What follows belongs to an exercise in optimizing a design on an open flow for small area; a production flow would make more cautious choices.
The RTL was checked by simulation tests, not by an equivalence proof against the original design.
Power figures rest on the tool's default switching activity, not on a simulated workload.

### design/flow/config.mk
export PLATFORM = sky130hd
export DESIGN_NAME = regfile_mp
export DESIGN_NICKNAME = regfile_mp
export VERILOG_FILES = /design/flow/design.v
export SDC_FILE = /design/flow/constraint.sdc
export NUM_CORES = 8
export LEC_CHECK = 0
export CAP_MARGIN = 20
export CORE_MARGIN = 2
export CORE_UTILIZATION = 30
export SLEW_MARGIN = 20
### design/flow/design.v
module regfile_mp #(
  parameter int XLEN = 32,
  parameter int AW   = 5,
  parameter int NRP  = 2
) (
  input  logic                clk,
  input  logic                rst,
  input  logic [NRP*AW-1:0]   rd_addr,
  output logic [NRP*XLEN-1:0] rd_data,
  output logic [NRP-1:0]      rd_ready,
  input  logic                wa_en,
  input  logic [AW-1:0]       wa_addr,
  input  logic [XLEN-1:0]     wa_data,
  input  logic                wb_en,
  input  logic [AW-1:0]       wb_addr,
  input  logic [XLEN-1:0]     wb_data,
  input  logic                claim_en,
  input  logic [AW-1:0]       claim_addr,
  output logic [AW:0]         pend_cnt
);
  localparam int NREG = 1 << AW;
  logic [XLEN-1:0] mem [NREG];
  logic [NREG-1:0] pending;
  logic [NREG-1:0] pending_next;
  logic            wa_ok;
  logic            wb_ok;
  logic            claim_ok;
  logic            cnt_inc;
  logic            cnt_dec;
  assign wa_ok    = wa_en && (wa_addr != '0);
  assign wb_ok    = wb_en && (wb_addr != '0);
  assign claim_ok = claim_en && (claim_addr != '0);
  assign cnt_inc = claim_ok && !pending[claim_addr];
  assign cnt_dec = wb_ok && pending[wb_addr] && !(claim_ok && (claim_addr == wb_addr));
  always_comb begin
    pending_next = pending;
    if (wb_ok)    pending_next[wb_addr]    = 1'b0;
    if (claim_ok) pending_next[claim_addr] = 1'b1;
  end
  always_ff @(posedge clk or posedge rst) begin
    if (rst) begin
      for (int i = 0; i < NREG; i++) mem[i] <= '0;
      pending  <= '0;
      pend_cnt <= '0;
    end else begin
      if (wb_ok) mem[wb_addr] <= wb_data;
      if (wa_ok) mem[wa_addr] <= wa_data;
      pending  <= pending_next;
      pend_cnt <= pend_cnt + {{AW{1'b0}}, cnt_inc} - {{AW{1'b0}}, cnt_dec};
    end
  end
  always_comb begin : read_mux
    logic [AW-1:0] a;
    a        = '0;
    rd_data  = '0;
    rd_ready = '1;
    for (int k = 0; k < NRP; k++) begin
      a = rd_addr[k*AW +: AW];
      if (!rst && (a != '0)) begin
        rd_data[k*XLEN +: XLEN] = mem[a];
        rd_ready[k]             = !pending[a];
      end
    end
  end
endmodule
### design/flow/run.sh
#!/bin/bash
# synth_recipe.tcl (not shown) runs the flow's synth.tcl, then flattens the netlist and writes it again
# the make line also repeats each setting of config.mk as NAME=value (left out here)
make -C /OpenROAD-flow-scripts/flow DESIGN_CONFIG=/design/flow/config.mk WORK_HOME=/design/flow/orfs CLKGATE_MAP_FILE= SYNTH_SCRIPT=/design/flow/synth_recipe.tcl finish
### design/flow/constraint.sdc
create_clock -name core_clock -period 8.0 [get_ports {clk}]
set_input_delay 1.6000 -clock core_clock [delete_from_list [all_inputs] [get_ports {clk}]]
set_output_delay 1.6000 -clock core_clock [all_outputs]
set_load 0.01 [all_outputs]
==> results.py, run 1 <==
metrics = {
    "clocking": {
        "clock-sinks": 1030,
        "postCtsSetupRepairBufs": 0,
        "tritoncts": "yes",
        "cts_root_buf": "clkbuf_16",
        "clk_latency_ns": 0.81,
        "h-tree-depth": 3,
        "cts_buffers": 119,
        "cts_resized": 0,
        "cts_buffer_depth": 3,
        "cts-hold-fix-buffers": 0,
        "clkSlewWorstSetupHoldPaths_ns": 0.07,
    },
    "die": {
        "rows": 166,
        "start_util_pct": 30.19,
        "fp.dieArea_um2": 209500,
        "ioPinCount": 166,
        "die_w_um": 457.7,
        "coreArea_um2": 204600,
        "fp.dieH_um": 457.7,
    },
    "finish": {
        "nets": 6831,
        "stdcell_count": 9551,
        "fin_area_um2": 71190,
        "drive_above_1_share_pct": 10.66,
        "fillers": 20719,
        "syn2layout_area_growth_pct": 15.26,
    },
    "sta": {
        "rsz0062_at_grt": "false",
        "timing.final.crit_period_ns": 7.459,
        "setup_viol": 0,
        "fin_crit_sh_pct": 93.24,
        "worst_pin_slew_ns": 1.324,
        "drv_slew": 0,
        "max_freq_mhz": 134.1,
        "slew_headroom_pct": 11.03,
        "hold_viol": 0,
        "tns_ns": 0,
        "clock_skew_ns": 0.009333,
        "whs_ns": 0.5195,
    },
    "power": {
        "power_density_nw_per_um2": 250.6,
        "max-vdd-ir-drop_mv": 0.1791,
        "p_leak_nw": 31.43,
        "fin_total_pwr_w": 0.01784,
    },
    "place": {
        "io_buffers": 165,
        "dpl_cell_area_um2": 66920,
        "dpl.hpwl_um": 232800,
        "place.gp.congestion": 1.089,
        "numPlacedInstances": 9276,
    },
    "min_path": {
        "holdPathStages": 1,
        "hold_class": "register to register",
    },
    "setup_path": {
        "rr_worst_depth": 11,
        "crit_path_max_incr_delay_ns": 0.87,
        "cp-start-kind": "input port",
        "cpLargestDelayFamily": "simple AND/OR/NAND/NOR gates",
        "worstSetupPathType": "input port to output port",
        "crit_slowest_cell": "nor2_4",
        "arrival_ns": 5.86,
        "timing.critical_path.buf_inv": 4,
        "crit_top_cell": "buf_4",
        "critPathCaptureType": "output port",
        "crit_chain": "buf_2 > nand2b_1 > nor2_4 > buf_4 > a22o_1 > a221oi_1 > and3_1 > a31oi_1 > buf_4 > clkdlybuf4s50_1",
        "cp_num_cells": 10,
        "cp_max_fo": 20,
        "cp.required_ns": 6.40,
    },
    "global_route": {
        "gr-total-overflow": 0,
        "grt_pass1_wl_um": 516800,
        "grt_pass1_vias": 60088,
        "antenna_found_initial": 48,
        "grt_max_degree": 166,
        "grt_usage_pct": 35.32,
    },
    "yosys": {
        "synth_flop_cell": "dfrtp_1",
        "syn-cell-area_um2": 61760,
        "syn-num-nets": 6973,
        "synth_top_area_share_pct": 41.73,
        "synth_area_leaders": "dfrtp_1 42%, mux2i_1 16%, a22oi_1 9.8%",
        "synth-seq-area-share_pct": 41.73,
        "yosysWarnings": 2,
        "ys_seq_elements": 1030,
        "synth.distinct_cells": 68,
        "async_flop_share_pct": 100.0,
        "synth_edf_count": 0,
        "synth.largest_area_cell": "dfrtp_1",
        "syn_avg_cell_area_um2": 9.001,
        "syn_inst": 6862,
    },
    "flow_run": {
        "maxCapViolCount": 0,
    },
    "detailed_routing": {
        "avgViaCountPerCell": 6.887,
        "via_count": 65773,
        "drc_errors": 0,
        "wl_um": 382900,
        "wl_per_cell_um": 40.09,
        "first_iter_violations": 13722,
        "drt-pass1-iter-count": 13,
        "postRouteAntennaNets": 0,
    },
    "status": {
        "outcome": "finished clean",
    },
}
## cells in the mapped netlist (16+ instances only)
cell type     n
a22oi_1     810
mux4_2       37
a221oi_1     29
dfrtp_1    1030
nor2b_1      26
mux2i_1    1006
inv_1        21
nor2_1      800
buf_4        47
and3_1       19
a222oi_1     25
nand4_1     104
a22o_1       29
ha_1         16
a31oi_1      31
nor3_1       89
nand2_1     600
o21ai_0     392
clkbuf_1    464
o21ai_1      20
a32oi_1      16
nor4_1       21
buf_2       203
nand2b_1     25
a21oi_1     754
nand3_1      71
## sequential cells by signal (all words and copies together), names as in the netlist
register  flops
mem         992
pend_cnt      6
pending      32
## final cells by class
type                       instances  area [um^2]  area share (%)
antenna                           46        115.1          0.1617
clock buffer                     159         3288           4.619
clock inverter                    59        716.9           1.007
inverter                          21        82.58          0.1160
multi-input combinational       5081        33620           47.22
sequential                      1030        25770           36.20
tap                             2688         3363           4.724
timing repair buffer             467         4235           5.949
## placed cells by master (no fill, tap or decap), types with 19 or more instances in the layout
cell type,Yosys,layout
a31oi_1,31,30
o21ai_1,20,19
nor3_1,89,86
nand2_4,0,30
a221oi_1,29,29
a222oi_1,25,25
a22oi_1,810,810
buf_2,203,50
nor2_1,800,740
buf_4,47,258
and3_1,19,19
mux4_2,37,37
nand3_1,71,66
diode_2,0,46
nand4_1,104,104
nor4_1,21,20
clkbuf_16,0,119
clkbuf_1,464,24
o21ai_0,392,391
nand2b_1,25,25
buf_12,0,31
nor2_4,9,81
inv_1,21,20
dfrtp_1,1030,1030
nand2_1,600,570
clkdlybuf4s50_1,0,115
a22o_1,29,29
nor2b_1,26,24
clkinv_2,0,25
mux2i_1,1006,1006
a21oi_1,754,754
## power breakdown
group / switching (W) / total [W] / internal, W
clock: 0.00253 / 0.00583 / 0.00330
combinational: 0.00193 / 0.00347 / 0.00154
sequential: 0.00189 / 0.00854 / 0.00665
total: 0.00635 / 0.0178 / 0.0115
## per-stage QoR
stage | utilization [%] | setup slack, ns
global placement | 32.71 | 1.026
CTS | 34.67 | 0.9799
finish | 34.80 | 0.5410
global route | 34.76 | 0.5830
floorplan | - | -13.21
detailed placement | 32.71 | 0.9812
## cell families after synthesis
group                    count (synthesis)  share of synthesized area (%)
multiplexers                          1053                          17.83
buffers and inverters                  751                          5.285
AO/OA/AOI/OAI                         2148                          21.61
flip-flops                            1030                          41.73
XOR/XNOR                                20                         0.2836
AND/OR/NAND/NOR                       1843                          12.90
adder cells (fa/ha/maj)                 17                         0.3565
## final timing paths
check                                 startpoint                     to  slack, ns
hold / removal             pend_cnt[0]$_DFF_PP0_  pend_cnt[0]$_DFF_PP0_       0.52
min in group asynchronous                    rst  pend_cnt[0]$_DFF_PP0_       1.20
max in group asynchronous                    rst  mem[15][16]$_DFF_PP0_       3.42
hold reg to reg            pend_cnt[0]$_DFF_PP0_  pend_cnt[0]$_DFF_PP0_       0.52
setup reg to reg           pending[19]$_DFF_PP0_  pend_cnt[4]$_DFF_PP0_       4.79
setup / recovery                      rd_addr[4]            rd_data[21]       0.54
## per-layer routing
metal | share of wire, % | vias to the layer above | global-route usage [%]
met1 | 34 | 31360 | 42.22
met5 | 0.092 | - | 1.217
met4 | 10 | 32 | 28.05
met3 | 17 | 2482 | 17.81
met2 | 38 | 7047 | 47.15
li1 | - | 24852 | -
==> run 2, diff against run 1 <==
==> design/flow/design.v (replaced) <==
module regfile_mp #(
  parameter int XLEN = 32,
  parameter int AW   = 5,
  parameter int NRP  = 2
) (
  input  logic                clk,
  input  logic                rst,
  input  logic [NRP*AW-1:0]   rd_addr,
  output logic [NRP*XLEN-1:0] rd_data,
  output logic [NRP-1:0]      rd_ready,
  input  logic                wa_en,
  input  logic [AW-1:0]       wa_addr,
  input  logic [XLEN-1:0]     wa_data,
  input  logic                wb_en,
  input  logic [AW-1:0]       wb_addr,
  input  logic [XLEN-1:0]     wb_data,
  input  logic                claim_en,
  input  logic [AW-1:0]       claim_addr,
  output logic [AW:0]         pend_cnt
);
  localparam int NREG = 1 << AW;
  logic [XLEN-1:0] st [1:NREG-1];
  logic [XLEN-1:0] st_n [1:NREG-1];    
  logic [NREG-1:1] valid;
  logic [NREG-1:1] pending;
  logic            ph;
  logic [NREG-1:1] sa, sb, hold, clm;
  logic [XLEN-1:0] wa_x, wb_x;
  assign wa_x = wa_data ^ {XLEN{ph}};
  assign wb_x = wb_data ^ {XLEN{ph}};
  for (genvar i = 1; i < NREG; i++) begin : g_reg
    assign sa[i]   = wa_en && (wa_addr == i);
    assign sb[i]   = wb_en && (wb_addr == i) && !sa[i];
    assign hold[i] = !(sa[i] || sb[i]);
    assign clm[i]  = claim_en && (claim_addr == i);
    for (genvar b = 0; b < XLEN; b++) begin : g_bit
      rf_wbit u_w (.sa(sa[i]), .sb(sb[i]), .h(hold[i]), .a(wa_x[b]), .b(wb_x[b]), .q(st[i][b]), .d(st_n[i][b]));
    end
    always_ff @(posedge clk) begin
      st[i] <= st_n[i];
    end
    always_ff @(posedge clk or posedge rst) begin
      if (rst) begin
        valid[i]   <= 1'b0;
        pending[i] <= 1'b0;
      end else begin
        valid[i]   <= valid[i] | sa[i] | sb[i];
        pending[i] <= clm[i] | (pending[i] & !(wb_en && (wb_addr == i)));
      end
    end
  end
  always_ff @(posedge clk or posedge rst) begin
    if (rst) ph <= 1'b0;
    else     ph <= !ph;
  end
  logic wb_ok, claim_ok, cnt_inc, cnt_dec;
  logic pend_c, pend_b;
  assign wb_ok    = wb_en && (wb_addr != '0);
  assign claim_ok = claim_en && (claim_addr != '0);
  always_comb begin
    pend_c = 1'b0;
    pend_b = 1'b0;
    for (int i = 1; i < NREG; i++) begin
      if (claim_addr == i) pend_c = pending[i];
      if (wb_addr == i)    pend_b = pending[i];
    end
  end
  assign cnt_inc = claim_ok && !pend_c;
  assign cnt_dec = wb_ok && pend_b && !(claim_ok && (claim_addr == wb_addr));
  always_ff @(posedge clk or posedge rst) begin
    if (rst) pend_cnt <= '0;
    else     pend_cnt <= pend_cnt + {{AW{1'b0}}, cnt_inc} - {{AW{1'b0}}, cnt_dec};
  end
  for (genvar k = 0; k < NRP; k++) begin : g_rd
    logic [AW-1:0]   a;
    logic [NREG-1:1] rs;
    logic            any, rdy;
    assign a = rd_addr[k*AW +: AW];
    always_comb begin
      any = 1'b0;
      rdy = 1'b1;
      for (int i = 1; i < NREG; i++) begin
        rs[i] = (a == i) && valid[i] && !rst;
        any   = any | rs[i];
        if ((a == i) && !rst && pending[i]) rdy = 1'b0;
      end
    end
    for (genvar b = 0; b < XLEN; b++) begin : g_bit
      logic [NREG-1:1] col;
      for (genvar i = 1; i < NREG; i++) begin : g_col
        assign col[i] = st[i][b];
      end
      rf_rbit u_r (.sel(rs), .d(col), .x(any & ph), .y(rd_data[k*XLEN + b]));
    end
    assign rd_ready[k] = rdy;
  end
endmodule
module rf_wbit (
  input  logic sa, sb, h, a, b, q,
  output logic d
);
  assign d = ~((sa & a) | (sb & b) | (h & q));
endmodule
module rf_aoi3 (
  input  logic s0, d0, s1, d1, s2, d2,
  output logic y
);
  assign y = ~((s0 & d0) | (s1 & d1) | (s2 & d2));
endmodule
module rf_rbit (
  input  logic [30:0] sel,
  input  logic [30:0] d,
  input  logic        x,
  output logic        y
);
  logic [10:0] t;
  for (genvar g = 0; g < 10; g++) begin : g_t
    rf_aoi3 u_t (.s0(sel[3*g]), .d0(d[3*g]), .s1(sel[3*g+1]), .d1(d[3*g+1]),
                 .s2(sel[3*g+2]), .d2(d[3*g+2]), .y(t[g]));
  end
  assign t[10] = ~(sel[30] & d[30]);
  assign y = (~&t) ^ x;
endmodule
--- a/design/flow/config.mk
+++ b/design/flow/config.mk
@@ -9,3 +9,4 @@
 export CORE_MARGIN = 2
 export CORE_UTILIZATION = 30
 export SLEW_MARGIN = 20
+export SYNTH_HIERARCHICAL = 1
==> run 2 against run 1 <==
- cell area down 19%
- global-route usage is 2.5 points lower
- clock skew up 0.029 ns
- fmax down 3.4%
- hold slack worse by 0.037 ns
- flip-flop and latch count is 31 higher
- largest power group unchanged
- combinational power shrank 8.4%
==> results.py, run 2 <==
metrics = {
    "setup_path": {
        "cp-start-kind": "input port",
        "critPathCaptureType": "output port",
        "r2r-end": "st[15][8]$_DFF_P_",
        "cp.required_ns": 6.40,
        "arrival_ns": 6.12,
        "cp_max_fo": 32,
        "r2r_slack_ns": 4.41,
        "rr_worst_depth": 5,
        "r2r_start": "ph$_DFF_PP0_",
        "worstSetupPathType": "input port to output port",
    },
    "yosys": {
        "synth_flop_cell": "dfxtp_1",
        "syn-cell-area_um2": 45620,
        "synth.distinct_cells": 75,
        "synth_edf_count": 0,
        "synth.largest_area_cell": "dfxtp_1",
        "syn_inst": 3887,
        "synth_top_area_share_pct": 43.53,
        "async_flop_share_pct": 6.503,
        "syn_avg_cell_area_um2": 11.74,
        "synth_area_leaders": "dfxtp_1 44%, a222oi_1 36%, dfrtp_1 3.8%",
        "synth-seq-area-share_pct": 47.31,
        "syn-num-nets": 3988,
        "yosysWarnings": 10,
        "yosys-top-cells-count": "1634 x a222oi_1, 992 x dfxtp_1, 173 x nand2_1, 156 x nor2_1, 133 x nand4_1",
        "ys_seq_elements": 1061,
        "yosysMostFrequentCell": "a222oi_1",
    },
    "finish": {
        "syn2layout_area_growth_pct": 26.15,
        "stdcell_count": 6536,
        "reg_top3": "st: 992 flops, pending: 31 flops, valid: 31 flops",
        "final_common_cell": "a222oi_1",
        "fillers": 14815,
        "layout_common_cells": "1634 x a222oi_1, 992 x dfxtp_1, 284 x buf_4, 173 x nand2_1, 165 x clkdlybuf4s50_1",
        "top_register": "st",
        "largest_reg_flops": 992,
        "drive_above_1_share_pct": 17.70,
        "nets": 4514,
    },
    "sta": {
        "clock_skew_ns": 0.03828,
        "setup_ws_ns": 0.2813,
        "timing.final.crit_period_ns": 7.719,
        "drv_slew": 0,
        "setup_viol": 0,
        "hold_viol": 0,
        "tns_ns": 0,
        "max_freq_mhz": 129.6,
        "rsz0062_at_grt": "false",
        "worst_pin_slew_ns": 1.301,
        "slew_headroom_pct": 13.28,
        "fin_crit_sh_pct": 96.48,
    },
    "global_route": {
        "grt_pass1_vias": 50205,
        "antenna_found_initial": 1,
        "gr-total-overflow": 0,
        "grt_max_degree": 71,
        "grt_pass1_wl_um": 378200,
        "grt_usage_pct": 32.84,
    },
    "clocking": {
        "h-tree-depth": 3,
        "clkSlewWorstSetupHoldPaths_ns": 0.06,
        "clk_latency_ns": 0.75,
        "cts-hold-fix-buffers": 0,
        "clock-sinks": 1061,
        "cts_buffer_depth": 3,
        "tritoncts": "yes",
        "postCtsSetupRepairBufs": 0,
        "cts_root_buf": "clkbuf_16",
        "cts_buffers": 106,
        "cts_resized": 0,
    },
    "power": {
        "power_density_nw_per_um2": 297.7,
        "fin_total_pwr_w": 0.01713,
        "p_leak_nw": 19.77,
        "max-vdd-ir-drop_mv": 0.2415,
    },
    "status": {
        "outcome": "finished clean",
    },
    "die": {
        "start_util_pct": 30.10,
        "ioPinCount": 166,
        "die_w_um": 394.0,
        "coreArea_um2": 151500,
        "fp.dieArea_um2": 155200,
        "rows": 143,
        "fp.dieH_um": 394.0,
    },
    "detailed_routing": {
        "via_count": 54339,
        "wl_um": 272400,
        "wl_per_cell_um": 41.68,
        "drt-pass1-iter-count": 23,
        "first_iter_violations": 21187,
        "drc_errors": 0,
        "postRouteAntennaNets": 0,
        "avgViaCountPerCell": 8.314,
    },
    "min_path": {
        "hold_class": "register to register",
        "min_to": "st[14][31]$_DFF_P_",
        "hp-start": "st[14][31]$_DFF_P_",
        "holdPathStages": 1,
    },
    "place": {
        "place.gp.congestion": 1.015,
        "dp_slack_ns": 0.6039,
        "dpl.hpwl_um": 162700,
        "io_buffers": 165,
        "numPlacedInstances": 6329,
    },
    "flow_run": {
        "maxCapViolCount": 0,
    },
}
## run 2: where the power goes
| part | internal (W) | switching, W |
|---|---|---|
| registers | 0.00697 | 0.00146 |
| clock network | 0.00318 | 0.00234 |
| logic | 0.00167 | 0.00151 |
| total | 0.0118 | 0.00531 |
## run 2: layout make-up
type                    instances  area, um^2  share of cell area, %
diodes                          3       7.507                0.01304
flip-flops and latches       1061       21590                  37.51
inverters                      18       67.56                 0.1174
clock inverters                36       615.6                  1.070
multi-input cells            2742       25010                  43.46
well taps                    2030        2540                  4.413
clock buffers                 162        3184                  5.533
repair buffers                484        4537                  7.883
## run 2: modules after synthesis (local to each module, per instance)
module      cells  flip-flops and latches  copies in the design
regfile_mp   1935                    1061                     1
rf_rbit         5                       0                    64
rf_aoi3         1                       0                   640
rf_wbit         1                       0                   992
## run 2: worst max path at each step
stage | start | endpoint | slack, ns | cells past startpoint
5_1_grt | rd_addr[9] | rd_data[62] | 0.17 | 9
2_1_floorplan | rst | rd_data[32] | 0.67 | 5
4_1_cts | rst | rd_data[29] | 0.60 | 11
6_report | rd_addr[6] | rd_data[50] | 0.28 | 9
3_5_place_dp | rst | rd_data[29] | 0.60 | 11
3_3_place_gp | rst | rd_data[29] | 0.59 | 11
## run 2: per-layer routing
metal  vias to the layer above  GRT usage (%)  wire length [um]
li1                      20345              -                 -
met4                         2          19.57             21330
met3                      1379          16.56             54380
met5                         -          1.139               165
met1                     26297          42.23             94790
met2                      6316          43.11            101800
## run 2: kinds of logic after synthesis
group | after synthesis | synth area share (%)
simple gates | 690 | 7.657
mux | 34 | 0.8557
xor+xnor | 139 | 2.668
fa+ha+maj | 7 | 0.2084
buf+inv | 84 | 0.7569
compound gates | 1872 | 40.54
flops | 1061 | 47.31
## run 2: per-stage QoR
step	utilization [%]	hold WS (ns)	area, um^2
floorplan	-	0.4558	45620
global placement	35.28	0.4631	53470
detailed placement	35.37	0.4723	53600
CTS	37.88	0.4815	57400
global route	37.97	0.4927	57550
finish	37.98	0.4821	57550
## run 2: critical path, stage by stage
cell	delay [ns]
clkdlybuf4s50_1	0.62
buf_4	0.27
nor2b_1	0.22
and3_2	0.61
a222oi_1	0.50
nand4_1	0.45
a2111oi_2	1.03
xnor2_1	0.21
clkdlybuf4s50_1	0.56

## re-timing with driven ports
In the flow no input, the clock included, has a driving cell. The finished layouts below were timed again as built, in two steps. Step 1 (the two cells are an assumption about what drives the block):
set clk [get_ports {clk}]
set_driving_cell -lib_cell sky130_fd_sc_hd__clkbuf_16 $clk
set_driving_cell -lib_cell sky130_fd_sc_hd__buf_2 [delete_from_list [all_inputs] $clk]
Step 2 times the ports against the registers' clock, not the clock port: input delays grow and output delays shrink by t, the midpoint of the rising clock arrivals with the driver on. Slacks: ideal ports / drivers / drivers and shift; pairs: ideal ports / drivers.
| run | t (ns) | slack for setup (ns) | hold slack, ns | worst setup path at the end | worst slew at a driven data input, ns |
|---|---|---|---|---|---|
| run 1 | 0.887 | 0.541 / 0.321 / 0.321 | 0.519 / 0.519 / 0.519 | input to output | 0.22 |
| run 2 | 0.823 | 0.281 / 0.258 / 0.258 | 0.482 / 0.482 / 0.482 | input to output | 0.07 |
After both steps setup and hold are still met in every run listed. For run 1, which loses most, drivers alone change the setup slack by -0.220 ns; drivers and shift together by -0.220 ns.
